This is an optimization exercise on Yosys and OpenROAD, whose aim is small area, a short achievable clock period and few clock cycles per item, not a production implementation. In this exercise RTL edits were held to simulation tests only and were not proved equivalent to the original.

==> try-fjord <==
## aluTop
module aluTop (
	input  logic        clk,
	input  logic        rstN,
	input  logic        start,
	input  logic [15:0] a,
	input  logic [15:0] b,
	input  logic [3:0]  op,
	output logic        done,
	output logic [31:0] result,
	output logic [1:0]  error
);
	logic [15:0] aQ, bQ;
	logic [3:0]  opQ;
	logic        v0;
	always_ff @(posedge clk) begin
		aQ  <= a;
		bQ  <= b;
		opQ <= op;
		v0  <= rstN & start;
	end
	logic [3:0] r1;
	logic [15:0] q1, b1;
	logic [2:0]  o1;
	logic        v1;
	logic [6:0] r2;
	logic [15:0] q2, b2;
	logic [2:0]  o2;
	logic        v2;
	logic [9:0] r3;
	logic [15:0] q3, b3;
	logic [2:0]  o3;
	logic        v3;
	logic [11:0] r4;
	logic [15:0] q4, b4;
	logic [2:0]  o4;
	logic        v4;
	logic [13:0] r5;
	logic [15:0] q5, b5;
	logic [2:0]  o5;
	logic        v5;
	logic [2:0] cls;
	assign cls[2] = (opQ == 4'h3) | (opQ == 4'h4);
	assign cls[1] = (opQ == 4'h2) | (opQ == 4'hB);
	assign cls[0] = (opQ == 4'h4) | (opQ == 4'hA) | (opQ == 4'hB);
	wire n1 = ~bQ[0];
	wire n2 = aQ[15] & n1;
	wire n3 = aQ[15] ^ n1;
	wire n4 = n2 | n3;
	wire n5 = ~n3;
	wire n6 = ~(|bQ[15:1]) & n4;
	wire n7 = n6 ? n5 : aQ[15];
	wire n8 = ~bQ[0];
	wire n9 = ~bQ[1];
	wire n10 = aQ[14] & n8;
	wire n11 = n7 & n9;
	wire n12 = aQ[14] ^ n8;
	wire n13 = n7 ^ n9;
	wire n14 = n10 | n12;
	wire n15 = n11 | (n13 & n14);
	wire n16 = ~n12;
	wire n17 = n13 ^ n14;
	wire n18 = ~(|bQ[15:2]) & n15;
	wire n19 = n18 ? n16 : aQ[14];
	wire n20 = n18 ? n17 : n7;
	wire n21 = ~bQ[0];
	wire n22 = ~bQ[1];
	wire n23 = ~bQ[2];
	wire n24 = aQ[13] & n21;
	wire n25 = n19 & n22;
	wire n26 = n20 & n23;
	wire n27 = aQ[13] ^ n21;
	wire n28 = n19 ^ n22;
	wire n29 = n20 ^ n23;
	wire n30 = n24 | n27;
	wire n31 = n25 | (n28 & n30);
	wire n32 = n26 | (n29 & n25);
	wire n33 = n29 & n28;
	wire n34 = n32 | (n33 & n30);
	wire n35 = ~n27;
	wire n36 = n28 ^ n30;
	wire n37 = n29 ^ n31;
	wire n38 = ~(|bQ[15:3]) & n34;
	wire n39 = n38 ? n35 : aQ[13];
	wire n40 = n38 ? n36 : n19;
	wire n41 = n38 ? n37 : n20;
	wire n42 = ~bQ[0];
	wire n43 = ~bQ[1];
	wire n44 = ~bQ[2];
	wire n45 = ~bQ[3];
	wire n46 = aQ[12] & n42;
	wire n47 = n39 & n43;
	wire n48 = n40 & n44;
  ...
==> flow/config.mk <==
export PLATFORM = sky130hd
export DESIGN_NAME = aluTop
export DESIGN_NICKNAME = aluTop
export VERILOG_FILES = /design/flow/design.v
export SDC_FILE = /design/flow/constraint.sdc
export NUM_CORES = 4
export LEC_CHECK = 0
export CAP_MARGIN = 20
export CORE_MARGIN = 2
export CORE_UTILIZATION = 40
export SLEW_MARGIN = 20
export SYNTH_HIERARCHICAL = 1
export SYNTH_MINIMUM_KEEP_SIZE = 0
==> flow/constraint.sdc <==
create_clock -name core_clock -period 28.0 [get_ports {clk}]
set_input_delay 5.6000 -clock core_clock [delete_from_list [all_inputs] [get_ports {clk}]]
set_output_delay 5.6000 -clock core_clock [all_outputs]
set_load 0.01 [all_outputs]
standard.sh (not shown) runs the stock make flow with config.mk's settings and CLKGATE_MAP_FILE= SYNTH_SCRIPT=/design/flow/synth_recipe.tcl, a recipe that flattens the netlist after the stock synthesis.
==> flow/flow/run.sh <==
#!/bin/bash
# Standard ORFS layout; the resizer's setup repair aims for a margin below the
# clock period (the constraints and the clock period are unchanged).
set -euo pipefail
export SETUP_SLACK_MARGIN=21.5
bash standard.sh > standard_flow.log 2>&1
==> try-raven: changes against try-fjord <==
==> flow/run.sh (new file) <==
#!/bin/bash
# synth_recipe.tcl (not shown) runs the flow's synth.tcl, then flattens the netlist and writes it again
# the make line also repeats each setting of config.mk as NAME=value (left out here)
make -C /OpenROAD-flow-scripts/flow DESIGN_CONFIG=/design/flow/config.mk WORK_HOME=/design/flow/orfs CLKGATE_MAP_FILE= SYNTH_SCRIPT=/design/flow/synth_recipe.tcl finish
- CTS_BUF_LIST: default -> sky130_fd_sc_hd__clkbuf_4 sky130_fd_sc_hd__clkbuf_8
removed: flow/flow/run.sh
removed: flow/standard.sh
==> try-amber: changes against try-fjord <==
==> flow/run.sh (new file) <==
#!/bin/bash
# synth_recipe.tcl (not shown) runs the flow's synth.tcl, then flattens the netlist and writes it again
# the make line also repeats each setting of config.mk as NAME=value (left out here)
make -C /OpenROAD-flow-scripts/flow DESIGN_CONFIG=/design/flow/config.mk WORK_HOME=/design/flow/orfs CLKGATE_MAP_FILE= SYNTH_SCRIPT=/design/flow/synth_recipe.tcl finish
removed: flow/flow/run.sh
removed: flow/standard.sh
==> impl_metrics.yaml <==
status:
  outcome: "finished clean"
finish:
  fin_util_pct: 45.8
  clkbuf_count: 46
detailed_routing:
  initialDrtViolationCount: 866
power_and_ir_drop:
  sw_frac_of_total_pct: 40.9
sta:
  fin_ws_ns: 21.41
  slew_headroom_pct: 28.8
  skew_ns: 0.0314
-- figures above: try-fjord

==> impl_metrics.yaml <==
sta:
  timing.final.crit_share_pct: 25.2
  skew_ns: 0.0284
status:
  outcome: "finished clean"
power_and_ir_drop:
  sw_frac_of_total_pct: 40.6
finish:
  clkbuf_count: 46
detailed_routing:
  initialDrtViolationCount: 872
-- figures above: try-amber

==> impl_metrics.yaml <==
finish:
  clkbuf_count: 72
  fin_util_pct: 45.5
power_and_ir_drop:
  sw_frac_of_total_pct: 41.3
status:
  outcome: "finished clean"
sta:
  slew_headroom_pct: 25.5
  skew_ns: 0.0582
  fin_ws_ns: 20.85
-- figures above: try-raven

Testbench counts of try-fjord, summed over its fixed seeds: cycles 8,048, items 8,000.
Testbench counts of try-raven, summed over its fixed seeds: cycles 8,048, items 8,000.
Testbench counts of try-amber, summed over its fixed seeds: cycles 8,048, items 8,000.

==> what the ideal ports hide <==
The flow's constraints put no driver on any port. The routed layouts listed below were extracted and timed again, unchanged, in two steps. Step 1 sets driving cells, clkbuf_16 on the clock port and buf_2 on the other inputs (assumed; they add their load-dependent delay and slew). Step 2 moves the port delays by t, midway between the first and last clock arrival at a register: inputs arrive t later, outputs are due t later. That takes back most of the time a late clock gives input paths. Slacks: ideal / step 1 / step 2; pairs: ideal / step 1.
| run | shift t [ns] | setup WS [ns] | latest minus earliest clock arrival (ns) | worst register clock-pin slew, ns | pins driven straight from the clock port |
|---|---|---|---|---|---|
| try-fjord | 0.603 | 21.409 / 21.355 / 21.614 | 0.034 / 0.034 | 0.06 / 0.06 | 1 |
| try-raven | 0.694 | 20.851 / 20.800 / 21.042 | 0.059 / 0.059 | 0.07 / 0.07 | 1 |
| try-amber | 0.601 | 20.953 / 20.898 / 21.031 | 0.031 / 0.031 | 0.06 / 0.06 | 1 |
After both steps setup and hold are still met in every run listed.
